Source: an optimization exercise on an open RTL-to-GDS flow (aim: small area). Production flows keep margins and buffers that such runs may drop.
In this exercise RTL edits were held to simulation tests only and were not proved equivalent to the original.
Power and IR drop assume default switching activity.

**design/flow/design.v**
```verilog
module decoder (
    input  logic [32-1:0] instr_i,
    output logic [12-1:0]    ctrl_o
);
    localparam logic [5:0] OpSpecial = 6'h00;
    localparam logic [5:0] OpJ       = 6'h02;
    localparam logic [5:0] OpBeq     = 6'h04;
    localparam logic [5:0] OpBne     = 6'h05;
    localparam logic [5:0] OpAddiu   = 6'h09;
    localparam logic [5:0] OpOri     = 6'h0d;
    localparam logic [5:0] OpLui     = 6'h0f;
    localparam logic [5:0] OpLw      = 6'h23;
    localparam logic [5:0] OpSw      = 6'h2b;
    localparam logic [5:0] FnAddu = 6'h21;
    localparam logic [5:0] FnSubu = 6'h23;
    localparam logic [5:0] FnAnd  = 6'h24;
    localparam logic [5:0] FnOr   = 6'h25;
    localparam logic [5:0] FnXor  = 6'h26;
    localparam logic [5:0] FnSlt  = 6'h2a;
    logic [5:0] opcode;
    logic [5:0] funct;
    logic [12-1:0] dec;
    assign opcode = instr_i[31:26];
    assign funct  = instr_i[5:0];
    always_comb begin
        dec = '0;
        case (opcode)
            OpSpecial: begin
                dec[5] = 1'b1;
                case (funct)
                    FnAddu:  dec[11:9] = 3'd0;
                    FnSubu:  dec[11:9] = 3'd1;
                    FnAnd:   dec[11:9] = 3'd2;
                    FnOr:    dec[11:9] = 3'd3;
                    FnXor:   dec[11:9] = 3'd4;
                    FnSlt:   dec[11:9] = 3'd5;
                    default: dec[5] = 1'b0;  
                endcase
            end
            OpAddiu: begin
                dec[11:9]    = 3'd0;
                dec[8]   = 1'b1;
                dec[7]  = 1'b1;
                dec[6]    = 1'b1;
                dec[5] = 1'b1;
            end
            OpOri: begin
                dec[11:9]    = 3'd3;
                dec[8]   = 1'b1;
                dec[6]    = 1'b1;
                dec[5] = 1'b1;
            end
            OpLui: begin
                dec[11:9]    = 3'd6;
                dec[8]   = 1'b1;
                dec[6]    = 1'b1;
                dec[5] = 1'b1;
            end
            OpLw: begin
                dec[11:9]    = 3'd0;
                dec[8]   = 1'b1;
                dec[7]  = 1'b1;
                dec[6]    = 1'b1;
                dec[5] = 1'b1;
                dec[4]  = 1'b1;
            end
            OpSw: begin
                dec[11:9]    = 3'd0;
                dec[8]   = 1'b1;
                dec[7]  = 1'b1;
                dec[3] = 1'b1;
            end
            OpBeq: begin
                dec[11:9]    = 3'd0;
                dec[7]  = 1'b1;
                dec[2]   = 1'b1;
            end
            OpBne: begin
                dec[11:9]    = 3'd0;
                dec[7]  = 1'b1;
                dec[2]   = 1'b1;
                dec[1] = 1'b1;
            end
            OpJ: dec[0] = 1'b1;
            default: dec = '0;
        endcase
        if ((dec[6] ? instr_i[20:16] : instr_i[15:11]) == '0) begin
            dec[5] = 1'b0;
        end
    end
    assign ctrl_o = dec;
endmodule
module regFile (
    input  logic                    clk,
    input  logic                    we_i,
    input  logic [5-1:0] wa_i,
    input  logic [32-1:0]   wd_i,
    input  logic [5-1:0] ra1_i,
    input  logic [5-1:0] ra2_i,
    output logic [32-1:0]   rd1_o,
    output logic [32-1:0]   rd2_o
);
    logic [32-1:0] regs [1:32-1];  
    always_ff @(posedge clk) begin
        if (we_i && wa_i != '0) begin
            regs[wa_i] <= wd_i;
        end
    end
    assign rd1_o = (ra1_i == '0) ? '0 : (we_i && ra1_i == wa_i) ? wd_i : regs[ra1_i];
    assign rd2_o = (ra2_i == '0) ? '0 : (we_i && ra2_i == wa_i) ? wd_i : regs[ra2_i];
endmodule
module stageReg #(
    parameter int W = 1
) (
    input  logic         clk,
    input  logic         rstN_i,
    input  logic         hold_i,
    input  logic         clear_i,
    input  logic [W-1:0] d_i,
    output logic [W-1:0] q_o
);
    always_ff @(posedge clk or negedge rstN_i) begin
        if (!rstN_i) begin
            q_o <= '0;
        end else if (!hold_i) begin
            if (clear_i) begin
                q_o <= '0;
            end else begin
                q_o <= d_i;
            end
        end
    end
endmodule
module alu (
    input  logic [2:0]            op_i,
    input  logic [32-1:0] a_i,
    input  logic [32-1:0] b_i,
    output logic [32-1:0] y_o
);
    logic lessThan;
    assign lessThan = $signed(a_i) < $signed(b_i);
    always_comb begin
        case (op_i)
            3'd0: y_o = a_i + b_i;  
            3'd1: y_o = a_i - b_i;
            3'd2: y_o = a_i & b_i;
            3'd3:  y_o = a_i | b_i;
            3'd4: y_o = a_i ^ b_i;
            3'd5: y_o = {{(32 - 1){1'b0}}, lessThan};
            3'd6: y_o = b_i << 16;
            default:  y_o = '0;
        endcase
    end
endmodule
module hazardUnit (
    input  logic [5-1:0] rsD_i,
    input  logic [5-1:0] rtD_i,
    input  logic [5-1:0] rsE_i,
    input  logic [5-1:0] rtE_i,
    input  logic [5-1:0] dstE_i,
    input  logic [5-1:0] dstM_i,
    input  logic                    regWriteM_i,
    input  logic                    memReadE_i,
    input  logic                    takenE_i,
    input  logic                    iStall_i,
    input  logic                    dStall_i,
    output logic                    freeze_o,
    output logic                    stallD_o,
    output logic                    flushD_o,
    output logic                    flushE_o,
    output logic                    fwdA_o,
    output logic                    fwdB_o
);
    logic loadUse;
    assign freeze_o = iStall_i | dStall_i;  
    assign loadUse = memReadE_i && dstE_i != '0 && (dstE_i == rsD_i || dstE_i == rtD_i);
    assign stallD_o = loadUse;
    assign flushE_o = loadUse;
    assign flushD_o = takenE_i;  
    assign fwdA_o = regWriteM_i && dstM_i == rsE_i;
    assign fwdB_o = regWriteM_i && dstM_i == rtE_i;
endmodule
module datapath (
    input  logic                    clk,
    input  logic                    rstN_i,
    input  logic                    iStall_i,
    input  logic                    dStall_i,
    output logic [32-1:0]   pcF_o,
    output logic                    instEnF_o,
    input  logic [32-1:0]   instrF_i,
    output logic                    memEnM_o,
    output logic [32-1:0]   memAddrM_o,
    output logic [3:0]              memWenM_o,
    output logic [32-1:0]   memWdataM_o,
    input  logic [32-1:0]   memRdataM_i,
    output logic [32-1:0]   debugWbPc_o,
    output logic [3:0]              debugWbRfWen_o,
    output logic [5-1:0] debugWbRfWnum_o,
    output logic [32-1:0]   debugWbRfWdata_o
);
    localparam logic [29:0] ResetPc = 30'(32'hbfc00000 >> 2) - 30'd1;
    logic        freeze;
    logic [1:0]  step;         
    logic        valid;        
    logic        wen;          
    logic        fetchPend;    
    logic [29:0] pc;           
    logic        redirect;     
    logic [29:0] target;       
    logic        takenE;       
    logic [31:0] ir;
    logic [31:0] aReg;         
    logic [31:0] bReg;         
    assign freeze = iStall_i | dStall_i;
    logic [5:0] op, fn;
    logic       opR, opAddiu, opOri, opLui, opLw, opSw, opBeq, opBne, opJ;
    logic       fnAdd, fnSub, fnAnd, fnOr, fnXor, fnSlt, rValid;
    logic [4:0] rtE, dstE;
    logic       regWrite;
    assign op  = ir[31:26];
    assign fn  = ir[5:0];
    assign rtE = ir[20:16];
    assign opR     = op == 6'h00;
    assign opJ     = op == 6'h02;
    assign opBeq   = op == 6'h04;
    assign opBne   = op == 6'h05;
    assign opAddiu = op == 6'h09;
    assign opOri   = op == 6'h0d;
    assign opLui   = op == 6'h0f;
    assign opLw    = op == 6'h23;
    assign opSw    = op == 6'h2b;
    assign fnAdd = fn == 6'h21;
    assign fnSub = fn == 6'h23;
    assign fnAnd = fn == 6'h24;
    assign fnOr  = fn == 6'h25;
    assign fnXor = fn == 6'h26;
    assign fnSlt = fn == 6'h2a;
    assign rValid = opR & (fnAdd | fnSub | fnAnd | fnOr | fnXor | fnSlt);
    assign dstE = opR ? ir[15:11] : rtE;
    assign regWrite = valid & (rValid | opAddiu | opOri | opLui | opLw) & (dstE != 5'd0);
    logic [1:0]  ph;           
    logic [1:0]  ph3;          
    logic [31:0] ring4 [1:7][0:3];
    logic [31:0] ring3 [0:2];
    logic        wbValid;
    logic [4:0]  wbDst;
    logic [31:0] wb;
    logic        wbRet;        
    logic [4:0]  ra;
    logic [1:0]  pos4, pos3, ra3;
    logic [4:0]  phys;
    logic [31:0] slot [0:31];
    logic [31:0] rdata;
    logic [31:0] result;
    always_ff @(posedge clk or negedge rstN_i) begin
        if (!rstN_i) begin
            ph  <= 2'd0;
            ph3 <= 2'd0;
        end else begin
            ph  <= ph + 2'd1;
            ph3 <= (ph3 == 2'd2) ? 2'd0 : ph3 + 2'd1;
        end
    end
    logic        wbValidN;
    logic [4:0]  wbDstN;
    logic [1:0]  phN, ph3N, wbDst3N;
    logic [7:0]  weN, we, hold;
    assign phN      = ph + 2'd1;
    assign ph3N     = (ph3 == 2'd2) ? 2'd0 : ph3 + 2'd1;
    assign wbValidN = wen | (wbValid & ~wbRet);
    assign wbDstN   = wen ? dstE : wbDst;
    assign wbDst3N  = wbDstN[1:0] - 2'd1;
    assign weN[0]   = wbValidN && wbDstN[4:2] == 3'd0 && wbDst3N == ph3N;
    for (genvar q = 1; q < 8; q++) begin : g_weN
        assign weN[q] = wbValidN && wbDstN[4:2] == 3'(q) && wbDstN[1:0] == phN;
    end
    always_ff @(posedge clk) begin
        we   <= weN;
        hold <= ~weN;
    end
    assign wbRet = wbValid & (|we);
    for (genvar q = 1; q < 8; q++) begin : g_ring4
        always_ff @(posedge clk) begin
            ring4[q][0] <= ring4[q][1];
            ring4[q][1] <= ring4[q][2];
            ring4[q][2] <= ring4[q][3];
            ring4[q][3] <= (ring4[q][0] & {32{hold[q]}}) | (wb & {32{we[q]}});
        end
    end
    always_ff @(posedge clk) begin
        ring3[0] <= ring3[1];
        ring3[1] <= ring3[2];
        ring3[2] <= (ring3[0] & {32{hold[0]}}) | (wb & {32{we[0]}});
    end
    always_comb begin
        slot[0] = ring3[0];
        slot[1] = ring3[1];
        slot[2] = ring3[2];
        slot[3] = 32'd0;
        for (int q = 1; q < 8; q++) begin
            for (int k = 0; k < 4; k++) begin
                slot[4 * q + k] = ring4[q][k];
            end
        end
    end
    assign ra   = (step == 2'd0) ? instrF_i[25:21] : rtE;
    assign pos4 = ra[1:0] - ph;
    assign ra3  = ra[1:0] - 2'd1;
    always_comb begin
        case ({ra3, ph3})
            {2'd0, 2'd1}, {2'd1, 2'd2}, {2'd2, 2'd0}: pos3 = 2'd2;
            {2'd0, 2'd2}, {2'd1, 2'd0}, {2'd2, 2'd1}: pos3 = 2'd1;
            default:                                 pos3 = 2'd0;
        endcase
    end
    assign phys  = (ra[4:2] != 3'd0) ? {ra[4:2], pos4} : (ra == 5'd0) ? 5'd3 : {3'd0, pos3};
    assign rdata = (wbValid && wbDst == ra) ? wb : slot[phys];
    logic [31:0] imm, opA, opB, sum, aluOut;
    logic [29:0] pcInc;
    logic        isBr, sub, lessThan, equal, taken;
    assign pcInc = pc + 30'd1;
    assign isBr  = opBeq | opBne;
    assign imm   = opOri ? {16'd0, ir[15:0]} : {{16{ir[15]}}, ir[15:0]};
    assign sub   = opR & (fnSub | fnSlt);
    assign opA = isBr ? {pcInc, 2'b00} : aReg;
    assign opB = isBr ? {imm[29:0], 2'b00} : (opR ? bReg : imm);
    assign sum = opA + (sub ? ~opB : opB) + {31'd0, sub};
    assign lessThan = (aReg[31] ^ bReg[31]) ? aReg[31] : sum[31];
    assign equal    = aReg == bReg;
    assign taken    = opJ | (isBr & (equal ^ opBne));
    always_comb begin
        if (opLui)                     aluOut = {ir[15:0], 16'd0};
        else if (opOri | (opR & fnOr)) aluOut = aReg | opB;
        else if (opR & fnAnd)          aluOut = aReg & opB;
        else if (opR & fnXor)          aluOut = aReg ^ opB;
        else if (opR & fnSlt)          aluOut = {31'd0, lessThan};
        else                           aluOut = sum;
    end
    logic        commit, fetch;
    logic [29:0] pcNext;
    assign result = opLw ? memRdataM_i : aReg;
    assign commit = (step == 2'd0) & ~freeze & ~fetchPend & ~(regWrite & wbValid & ~wbRet);
    assign wen    = commit & regWrite;
    assign fetch  = (step == 2'd0) & ~freeze & (fetchPend | (commit & ~(regWrite & dstE == instrF_i[25:21])));
    assign pcNext = redirect ? target : pcInc;
    always_ff @(posedge clk or negedge rstN_i) begin
        if (!rstN_i) begin
            wbValid <= 1'b0;
        end else if (wen) begin
            wbValid <= 1'b1;
        end else if (wbRet) begin
            wbValid <= 1'b0;
        end
    end
    always_ff @(posedge clk) begin
        if (wen) begin
            wb    <= result;
            wbDst <= dstE;
        end
    end
    always_ff @(posedge clk or negedge rstN_i) begin
        if (!rstN_i) begin
            step      <= 2'd0;
            valid     <= 1'b0;
            fetchPend <= 1'b0;
            pc        <= ResetPc;
            redirect  <= 1'b0;
        end else begin
            case (step)
                2'd0:    if (fetch) step <= 2'd1;
                2'd1:    step <= 2'd2;
                default: step <= 2'd0;
            endcase
            fetchPend <= (step == 2'd0) & ~fetch & (fetchPend | commit);
            if (fetch) begin
                valid    <= 1'b1;
                pc       <= pcNext;
                redirect <= valid & takenE;
            end
        end
    end
    always_ff @(posedge clk) begin
        if (fetch) begin
            ir   <= instrF_i;
            aReg <= rdata;
        end
        if (step == 2'd1) begin
            bReg <= rdata;
        end
        if (step == 2'd2) begin
            aReg   <= aluOut;
            takenE <= taken;
            if (opJ | isBr) target <= opJ ? {pcInc[29:26], ir[25:0]} : sum[31:2];
        end
    end
    assign pcF_o     = {pcNext, 2'b00};
    assign instEnF_o = step == 2'd0;
    assign memEnM_o    = (step == 2'd0) & valid & ~fetchPend & (opLw | opSw);
    assign memAddrM_o  = aReg;
    assign memWenM_o   = {4{commit & valid & opSw}};
    assign memWdataM_o = bReg;
    assign debugWbPc_o      = {pc, 2'b00};
    assign debugWbRfWen_o   = {4{wen}};
    assign debugWbRfWnum_o  = dstE;
    assign debugWbRfWdata_o = result;
endmodule
```
**design/flow/flow/run.sh**
```bash
#!/bin/bash
# The standard layout, with every port buffered by the smallest buffer
# (sky130_fd_sc_hd__buf_1) instead of the one buffer_ports picks by default.
set -euo pipefail
export BUFFER_PORTS_ARGS="-buffer_cell sky130_fd_sc_hd__buf_1"
bash standard.sh > standard.log 2>&1
```
**design/flow/standard.sh**
```bash
#!/bin/bash
# synth_recipe.tcl (not shown) runs the flow's synth.tcl, then flattens the netlist and writes it again
# the make line also repeats each setting of config.mk as NAME=value (left out here)
make -C /OpenROAD-flow-scripts/flow DESIGN_CONFIG=/design/flow/config.mk WORK_HOME=/design/flow/orfs CLKGATE_MAP_FILE= SYNTH_SCRIPT=/design/flow/synth_recipe.tcl "${@:-finish}"
```
**design/flow/config.mk**
```make
export PLATFORM = sky130hd
export DESIGN_NAME = datapath
export DESIGN_NICKNAME = datapath
export VERILOG_FILES = /design/flow/design.v
export SDC_FILE = /design/flow/constraint.sdc
export NUM_CORES = 4
export LEC_CHECK = 0
export CAP_MARGIN = 20
export CORE_MARGIN = 2
export CORE_UTILIZATION = 60
export CTS_BUF_LIST = sky130_fd_sc_hd__clkbuf_16
export CTS_CLUSTER_DIAMETER = 100
export CTS_CLUSTER_SIZE = 22
export PLACE_DENSITY = 0.72
export SLEW_MARGIN = 20
```
**design/flow/constraint.sdc**
```tcl
create_clock -name core_clock -period 5.5 [get_ports {clk}]
set_input_delay 1.1000 -clock core_clock [delete_from_list [all_inputs] [get_ports {clk}]]
set_output_delay 1.1000 -clock core_clock [all_outputs]
set_load 0.01 [all_outputs]
```
==> implementation parameters, run 1 <==
Parameter                              Value

Status
  Status ... finished clean

Critical path
  Worst path buffer plus inverter count ... 3
  Register-to-register setup slack ... approximately 0.22 ns
  Required time at the worst-slack endpoint ... between 5 and 6 ns
  Critical path data arrival time ... ~5.7 ns
  Cell breakdown of the critical path ... buf_4 -> or3_1 -> nor2_2 -> buf_12 -> nand2_1 -> o21ai_1 -> xor2_1 -> ha_1 -> nand4_1 -> or3_1 -> o221ai_1 -> buf_4 -> a41oi_1 -> o31a_1 -> o211ai_1 -> xnor2_1 -> o21ai_0 -> a22o_1
  Critical path launch point ... ir[27]
  Worst path top cell family by delay ... compound AO/OA/AOI/OAI gates
  Worst reg2reg endpoint ... aReg[28]
  Crit Path Class ... reg2reg
  Highest cell delay on the worst timing path ... 0.48 ns
  Critical Path Start Type ... flop
  Number of cells traversed by the worst register-to-register path ... 18
  Slowest cell on crit path ... sky130_fd_sc_hd__or3_1
  CP endpoint kind ... flop
  Launch point of the worst reg-to-reg path ... ir[27]
  Largest fanout of any net on the critical path ... 40

Timing
  Final count of pins violating max slew ... 0
  Pin slew with the least headroom to its limit ... between 1 and 1.5 ns
  Setup repair after global routing missed its margin ... true
  Setup clock skew after layout ... about 0.053 ns
  Min Hold Slack ... between 0.3 and 0.4 ns
  Fmax ... roughly 0.19 GHz
  Headroom to the max-slew limit ... 0.183
  Number of setup violations in the final report ... 0
  Fin crit period ... around 5.3 ns
  Setup ws final ... roughly 0.22 ns
  Final hold violation count ... 0
  Final period utilization ... 0.960

Global routing
  Largest net degree at the start of global routing ... 68
  First-pass GRT wire length ... roughly 250000 um
  Combined global-route utilization of all metal layers ... 0.456
  Overall overflow remaining after global route ... 0
  Initial antenna violation count ... 8
  Number of global-route vias before repair ... between 30000 and 40000

Placement
  RePlAce Congestion ... between 1 and 1.5
  Count of buffers inserted at the top-level ports ... ~240
  Worst slack after detailed placement ... ~0.14 ns
  Post-placement cell area ... about 47000 um2
  Half-perimeter wire length after placement ... 120000 um

Clock network
  Setup Buffers After CTS ... 0
  TritonCTS clock tree ... done
  Hold Buf Count CTS ... 0
  Total CTS buffers ... between 60 and 70
  Worst-path clk slew ... about 0.10 ns
  H-tree levels ... 2
  Clock latency at the later pin of the worst-skew pair ... approximately 0.70 ns
  CTS root buffer ... sky130_fd_sc_hd__clkbuf_16
  Buffers from clock root to sink, at most ... 3
  Number of sinks driven by the clock tree ... around 1200

Yosys
  Count of synthesis-stage warnings from yosys ... 4
  Top cells by area in the synthesized netlist ... sky130_fd_sc_hd__dfxtp_1, sky130_fd_sc_hd__edfxtp_1, sky130_fd_sc_hd__a22o_1
  Share of the synthesized area in compound gates (AO/OA/AOI/OAI) ... 0.207
  Proportion of register bits with asynchronous set or reset after synthesis ... 0.0330
  Post-synth top area cell ... sky130_fd_sc_hd__dfxtp_1
  Post-synthesis simple-gate area fraction ... 0.0855
  Number of enable-type register cells in the synthesized netlist ... 159
  FF+latch count, synth ... roughly 1200
  Average cell area after synthesis ... approximately 11 um2
  Combinational family with the most area after synthesis ... compound AO/OA/AOI/OAI gates
  Leading cell type by number of instances after synthesis ... sky130_fd_sc_hd__dfxtp_1
  Synthesized-area fraction occupied by xor and xnor cells ... 0.0280
  Post-synthesis cell count ... 3944
  Mux contribution to synthesized area ... 0.0233
  Number of unique standard cell types used by synthesis ... 100
  Sequential-to-total area share from yosys stat ... 0.592
  Post-synthesis adder-cell area fraction ... 0.0277
  Primary FF master, synth ... sky130_fd_sc_hd__dfxtp_1
  Leading cell types by count after synthesis ... sky130_fd_sc_hd__dfxtp_1, sky130_fd_sc_hd__nand2_1, sky130_fd_sc_hd__a22o_1
  Share of the synthesized area in the top cell type ... 0.460
  Post-Syn Area ... between 40000 and 50000 um2

Worst hold path
  Hold crit path type ... reg2reg
  Min-Delay Startpoint ... ring4[18][7]
  Hold Path End ... ring4[17][7]
  Worst hold path stage count ... 0

Floorplanning
  Area of the core ... about 73000 um2
  I/O pins ... approximately 240
  Die outline height ... ~280 um
  # rows ... a little under 100
  Effective utilization at floorplan ... 0.605
  Area of the die ... 75600 um2
  Horiz. Die Dim ... 275 um

Power
  Largest voltage drop on the vdd net ... between 0.4 and 0.5 mV
  Leakage Power ... 18.8 nW
  Power Dens Cells ... 352 nW/um2

Cells and area
  Fraction of final layout cells with drive strength greater than 1 ... 0.106
  Number of fillers in the final layout ... between 5000 and 6000
  Util after Layout ... 0.669
  Final design area excluding fillers ... a little under 50000 um2
  Synthesis-to-finish area growth ... 10.5%
  Number of nets in the finished design ... 4323

Drt
  Antenna Violating Nets Remaining ... 0
  Detailed Route Iter0 Violations ... between 5000 and 6000
  Final wirelength ... about 180000 um
  Remaining routing DRC violations ... 0
  Number of detailed-routing iterations run before antenna repair ... 6
  Number of vias per cell ... about 7.0
  Via total after detailed routing ... around 36000
  Routed length per instance ... roughly 34 um

Flow run
  Maximum Capacitance Violations ... 0
## sequential cells by signal, summed over array words and instances, names as in the netlist
name / count
wbValid: 1
ir: 32
aReg: 32
pc: 30
redirect: 1
step: 2
takenE: 1
ring3: 96
wb: 32
target: 30
bReg: 32
ring4: 896
valid: 1
we: 8
wbDst: 5
hold: 8
fetchPend: 1
ph: 2
ph3: 2
## layout by cell type (no fill, tap or decap), types with 10 or more instances in the layout
| cell type | n |
|---|---|
| sky130_fd_sc_hd__a21oi_1 | 132 |
| sky130_fd_sc_hd__dfxtp_1 | 997 |
| sky130_fd_sc_hd__nor4_1 | 24 |
| sky130_fd_sc_hd__buf_12 | 22 |
| sky130_fd_sc_hd__a221o_1 | 20 |
| sky130_fd_sc_hd__xnor2_1 | 60 |
| sky130_fd_sc_hd__buf_4 | 185 |
| sky130_fd_sc_hd__inv_1 | 108 |
| sky130_fd_sc_hd__nor3_2 | 10 |
| sky130_fd_sc_hd__o211ai_1 | 30 |
| sky130_fd_sc_hd__mux2_2 | 47 |
| sky130_fd_sc_hd__nand2_1 | 341 |
| sky130_fd_sc_hd__a31oi_1 | 20 |
| sky130_fd_sc_hd__a22oi_1 | 227 |
| sky130_fd_sc_hd__o21ai_0 | 169 |
| sky130_fd_sc_hd__a21o_1 | 28 |
| sky130_fd_sc_hd__xor2_1 | 81 |
| sky130_fd_sc_hd__nand3_1 | 62 |
| sky130_fd_sc_hd__a211oi_1 | 12 |
| sky130_fd_sc_hd__edfxtp_1 | 159 |
| sky130_fd_sc_hd__nor2_1 | 134 |
| sky130_fd_sc_hd__a22o_1 | 321 |
| sky130_fd_sc_hd__a222oi_1 | 30 |
| sky130_fd_sc_hd__dfstp_2 | 28 |
| sky130_fd_sc_hd__buf_1 | 237 |
| sky130_fd_sc_hd__dfrtp_1 | 12 |
| sky130_fd_sc_hd__and3_1 | 38 |
| sky130_fd_sc_hd__a221oi_1 | 63 |
| sky130_fd_sc_hd__nand4_1 | 68 |
| sky130_fd_sc_hd__dfxtp_2 | 16 |
| sky130_fd_sc_hd__mux2i_1 | 46 |
| sky130_fd_sc_hd__nor3_1 | 25 |
| sky130_fd_sc_hd__and2_1 | 10 |
| sky130_fd_sc_hd__o21a_1 | 10 |
| sky130_fd_sc_hd__o22ai_1 | 10 |
| sky130_fd_sc_hd__clkbuf_16 | 61 |
| sky130_fd_sc_hd__ha_1 | 96 |
| sky130_fd_sc_hd__a2111oi_0 | 16 |
## per-stage QoR
step           setup TNS [ns]  power (mW)  instances
2_1_floorplan               0        11.1       3947
3_3_place_gp                0        12.4       5054
3_5_place_dp                0        12.4       5054
4_1_cts                     0        17.0       5140
5_1_grt               -0.0104        17.6       5140
6_report                    0        17.2       5143
## worst max path at each step
stage | end | slack (ns) | cells after the start
CTS | aReg[0] | 0.09 | 18
global placement | aReg[28] | 0.27 | 17
finish | aReg[28] | 0.22 | 18
floorplan | aReg[0] | 0.49 | 18
global route | aReg[0] | -0.01 | 18
detailed placement | aReg[0] | 0.14 | 18
## per-layer routing
metal,global-route usage,vias to the layer above,routed length [um]
met5,0,-,42
met4,0.320,6,14700
met3,0.132,799,23500
met2,0.678,2925,75300
met1,0.571,17491,62900
li1,-,15006,-
## worst reg2reg max path: stages, from the launching register on
cell and delay [ns]:
sky130_fd_sc_hd__edfxtp_1 0.40, sky130_fd_sc_hd__buf_4 0.18, sky130_fd_sc_hd__or3_1 0.49, sky130_fd_sc_hd__nor2_2 0.22, sky130_fd_sc_hd__buf_12 0.22, sky130_fd_sc_hd__nand2_1 0.09, sky130_fd_sc_hd__o21ai_1 0.43, sky130_fd_sc_hd__xor2_1 0.14
sky130_fd_sc_hd__ha_1 0.48, sky130_fd_sc_hd__nand4_1 0.21, sky130_fd_sc_hd__or3_1 0.40, sky130_fd_sc_hd__o221ai_1 0.17, sky130_fd_sc_hd__buf_4 0.18, sky130_fd_sc_hd__a41oi_1 0.18, sky130_fd_sc_hd__o31a_1 0.35, sky130_fd_sc_hd__o211ai_1 0.31
sky130_fd_sc_hd__xnor2_1 0.20, sky130_fd_sc_hd__o21ai_0 0.17, sky130_fd_sc_hd__a22o_1 0.22
## cell type report
cell class	count	area [um2]	area share
Tap cell	959	1200	0.0246
Multi-Input combinational cell	2346	16600	0.342
Sequential cell	1212	26100	0.536
Clock buffer	61	1530	0.0313
Clock inverter	25	139	0.00285
Antenna cell	3	7.51	0.000154
Timing Repair Buffer	445	2720	0.0559
Inverter	92	345	0.00709
## cells by family after synthesis
family | count (synthesis)
compound gates | 1208
xor+xnor | 141
fa+ha+maj | 97
buf+inv | 389
flops | 1212
mux | 95
other cells | 1
simple gates | 801
## power breakdown
group / switching [mW] / leakage [nW] / internal, mW
sequential: 0.270 / 10.1 / 9.25
clock: 2.84 / 0.890 / 2.01
combinational: 1.90 / 7.84 / 0.900
total: 5.00 / 18.8 / 12.2
## what timing repair did
action                                  4_1_cts  5_1_grt
endpoints found under the setup margin        0        9
resized for setup                             0       12
endpoints found under the hold margin         0        0
==> inputs of run 2 (changes only) <==
--- a/design/flow/config.mk
+++ b/design/flow/config.mk
@@ -10,6 +10,6 @@
 export CORE_UTILIZATION = 60
 export CTS_BUF_LIST = sky130_fd_sc_hd__clkbuf_16
 export CTS_CLUSTER_DIAMETER = 100
-export CTS_CLUSTER_SIZE = 22
+export CTS_CLUSTER_SIZE = 28
 export PLACE_DENSITY = 0.72
 export SLEW_MARGIN = 20
==> implementation parameters, run 2 <==
Parameter                              Value

Status
  Status ... finished clean

Drt
  Detailed Route Iter0 Violations ... 5917
  Antenna Violating Nets Remaining ... 0
  Met1 wire length ... 64000 um
  Sum of met3 wire segment lengths after detailed routing ... ~23000 um
  Final wirelength ... between 150000 and 200000 um
  Uppermost metal layer occupied by signal nets ... met5
  Routed wl met2 ... 75200 um
  Via total after detailed routing ... roughly 36000
  Remaining routing DRC violations ... 0
  Number of vias per cell ... between 7 and 8
  Number of detailed-routing iterations run before antenna repair ... 9
  Routed length per instance ... 34.3 um

Critical path
  Slowest cell on crit path ... sky130_fd_sc_hd__o21ai_0
  CP endpoint kind ... flop
  Critical path data arrival time ... 5.77 ns
  Cell breakdown of the critical path ... nor3_2 -> nand2_1 -> buf_12 -> mux2i_1 -> o21ai_0 -> xor2_1 -> ha_1 -> nand4_1 -> or3_1 -> o221ai_1 -> buf_4 -> a41oi_1 -> o31a_1 -> o21ai_0 -> xor2_1 -> a211oi_1 -> o2bb2ai_1
  Required time at the worst-slack endpoint ... 6.00 ns
  Highest cell delay on the worst timing path ... between 0.7 and 0.8 ns
  Crit Path Class ... reg2reg
  Largest fanout of any net on the critical path ... 37
  Critical Path Start Type ... flop

Floorplanning
  # rows ... ~100
  Die outline height ... between 200 and 300 um
  Effective utilization at floorplan ... 0.605
  Horiz. Die Dim ... ~280 um
  I/O pins ... 243
  Area of the core ... 72800 um2
  Area of the die ... between 70000 and 80000 um2

Timing
  Min Hold Slack ... 0.332 ns
  Fmax ... roughly 0.19 GHz
  Number of setup violations in the final report ... 0
  Final count of pins violating max slew ... 0
  Pin slew with the least headroom to its limit ... between 1 and 1.5 ns
  Fin crit period ... between 5 and 6 ns
  Setup_tns ... 0 ns
  Final period utilization ... 0.958
  Final hold violation count ... 0
  Setup clock skew after layout ... approximately 0.044 ns
  Setup repair after global routing missed its margin ... false
  Headroom to the max-slew limit ... 0.184

Cells and area
  Synthesis-to-finish area growth ... 9.93%
  Number of nets in the finished design ... about 4300
  Final design area excluding fillers ... between 40000 and 50000 um2
  Final non-filler cell total ... about 5000
  Util after Layout ... 0.665
  Number of fillers in the final layout ... roughly 5700
  Multi-input gate area ... about 17000 um2
  Most common cell after layout, fill and taps aside ... sky130_fd_sc_hd__dfxtp_1
  Largest register by flop count ... ring4
  Largest registers ... ring4: 896 flops, ring3: 96 flops
  Fraction of final layout cells with drive strength greater than 1 ... 0.105
  Max reg flops ... about 900
  Highest-count cells in the layout ignoring fill and taps ... sky130_fd_sc_hd__dfxtp_1, sky130_fd_sc_hd__nand2_1, sky130_fd_sc_hd__a22o_1
  Total area of sequential cells ... roughly 26000 um2

Power
  Leakage Power ... 18.6 nW
  Power Dens Cells ... about 340 nW/um2
  Largest voltage drop on the vdd net ... ~0.52 mV

Yosys
  Top cells by area in the synthesized netlist ... sky130_fd_sc_hd__dfxtp_1, sky130_fd_sc_hd__edfxtp_1, sky130_fd_sc_hd__a22o_1
  Number of unique standard cell types used by synthesis ... 100
  Post-synth top area cell ... sky130_fd_sc_hd__dfxtp_1
  Share of the synthesized area in the top cell type ... 0.460
  Combinational family with the most area after synthesis ... compound AO/OA/AOI/OAI gates
  Sequential-to-total area share from yosys stat ... 0.592
  Leading cell types by count after synthesis ... sky130_fd_sc_hd__dfxtp_1, sky130_fd_sc_hd__nand2_1, sky130_fd_sc_hd__a22o_1
  Average cell area after synthesis ... approximately 11 um2
  Post-Syn Area ... approximately 44000 um2
  Leading cell type by number of instances after synthesis ... sky130_fd_sc_hd__dfxtp_1
  Proportion of register bits with asynchronous set or reset after synthesis ... 0.0330
  FF+latch count, synth ... 1212
  Primary FF master, synth ... sky130_fd_sc_hd__dfxtp_1
  Number of enable-type register cells in the synthesized netlist ... 159
  Mux contribution to synthesized area ... 0.0233
  Synthesized-area fraction occupied by xor and xnor cells ... 0.0280
  Post-synthesis simple-gate area fraction ... 0.0855
  Count of synthesis-stage warnings from yosys ... 4
  Post-synthesis adder-cell area fraction ... 0.0277
  Post-synthesis cell count ... 3944
  Share of the synthesized area in compound gates (AO/OA/AOI/OAI) ... 0.207

Worst hold path
  Hold crit path type ... reg2reg

Clock network
  Total CTS buffers ... just under 50
  CTS root buffer ... sky130_fd_sc_hd__clkbuf_16
  Buffers from clock root to sink, at most ... 3
  H-tree levels ... 2
  TritonCTS clock tree ... done
  Worst-path clk slew ... roughly 0.11 ns
  Number of sinks driven by the clock tree ... 1212
  Clock latency at the later pin of the worst-skew pair ... roughly 0.7 ns

Flow run
  Maximum Capacitance Violations ... 0

Placement
  Half-perimeter wire length after placement ... 120000 um
  Count of buffers inserted at the top-level ports ... 238
  Post-placement cell area ... 47000 um2
  Placed cell count ... roughly 5000
  RePlAce Congestion ... 1.05

Global routing
  First-pass GRT wire length ... ~240000 um
  Largest net degree at the start of global routing ... 68
  Overall overflow remaining after global route ... 0
  Combined global-route utilization of all metal layers ... 0.454
  Initial antenna violation count ... 6
  Number of global-route vias before repair ... 34133
run 2: cell counts after synthesis:
Identical to the previous run, type by type.
run 2: worst max-delay path: cells and delay by family, from the launching register on:
family | cells | cell delay [ns]
compound gates | 7 | 2.04
xor+xnor | 2 | 0.53
fa+ha+maj | 1 | 0.46
buf+inv | 2 | 0.38
flops | 1 | 0.53
mux | 1 | 0.15
simple gates | 4 | 0.97
run 2: what timing repair did:
item / in CTS / in global routing
resized for setup: 0 / 16
hold buffers: 0 / 0
buffers inserted: 0 / 5
setup endpoints to repair: 0 / 9
run 2: cells by family after synthesis:
logic type / after synthesis
fa+ha+maj: 97
compound gates: 1208
other cells: 1
simple gates: 801
xor+xnor: 141
mux: 95
buf+inv: 389
flops: 1212
run 2: where the power goes:
group,switching [mW],internal [mW],total [mW]
logic,1.89,0.900,2.79
registers,0.271,9.25,9.52
clock network,2.73,1.65,4.38
run 2: area by class of cell:
| type | count | share of cell area |
|---|---|---|
| Clock buffer | 49 | 0.0253 |
| Timing Repair Buffer | 450 | 0.0573 |
| Antenna cell | 4 | 0.000207 |
| Clock inverter | 19 | 0.00253 |
| Tap cell | 959 | 0.0248 |
| Sequential cell | 1212 | 0.539 |
| Inverter | 92 | 0.00713 |
| Multi-Input combinational cell | 2346 | 0.344 |
run 2: routing by layer:
layer,up-vias,track usage
met5,-,0
met4,2,0.302
met3,777,0.113
met2,3027,0.680
met1,17589,0.583
li1,14983,-
run 2: final timing paths:
check                              start             to  slack, ns  cells past startpoint
setup / recovery                  ir[26]       aReg[26]       0.23                     17
hold / removal             ring4[15][30]  ring4[14][30]       0.33                      0
setup reg to reg                  ir[26]       aReg[26]       0.23                     17
hold reg to reg            ring4[15][30]  ring4[14][30]       0.33                      0
max in group asynchronous         rstN_i          valid       4.59                      2
min in group asynchronous         rstN_i       redirect       0.52                      2
run 2: per-stage QoR:
| stage | power [mW] | setup WS [ns] |
|---|---|---|
| after floorplan | 11.1 | 0.486 |
| after global placement | 12.4 | 0.273 |
| after detailed placement | 12.4 | 0.142 |
| after CTS | 16.6 | 0.0850 |
| after global routing | 17.1 | 0.00252 |
| final | 16.7 | 0.232 |

[what the ideal ports hide]
No port has a modelled driver above. Below, the same layouts with a new extraction and two added sets of constraints.
Step 1: set_driving_cell puts a clkbuf_16 on clk and a buf_2 on each other input, an assumption about the parent block.
Step 2, shift: input delay + t, output delay - t, t = (earliest + latest rising clock arrival at the registers) / 2. This alone moves slack from input paths to output paths.
Three values: ideal, step 1, step 2; two values: the first two.
run	t (ns)	slack for setup (ns)	latest minus earliest clock arrival (ns)	worst register clock-pin slew, ns	worst data-port slew with drivers (ns)
run 1	0.742	0.222 / 0.222 / -0.059	0.054 / 0.055	0.10 / 0.10	0.06
run 2	0.726	0.232 / 0.232 / -0.121	0.047 / 0.047	0.12 / 0.12	0.05
With both steps, setup timing fails in run 1 and run 2, where it was met with ideal ports. The setup slack of run 2, which loses most, moves by 0.000 ns with the drivers and by -0.353 ns with both steps.
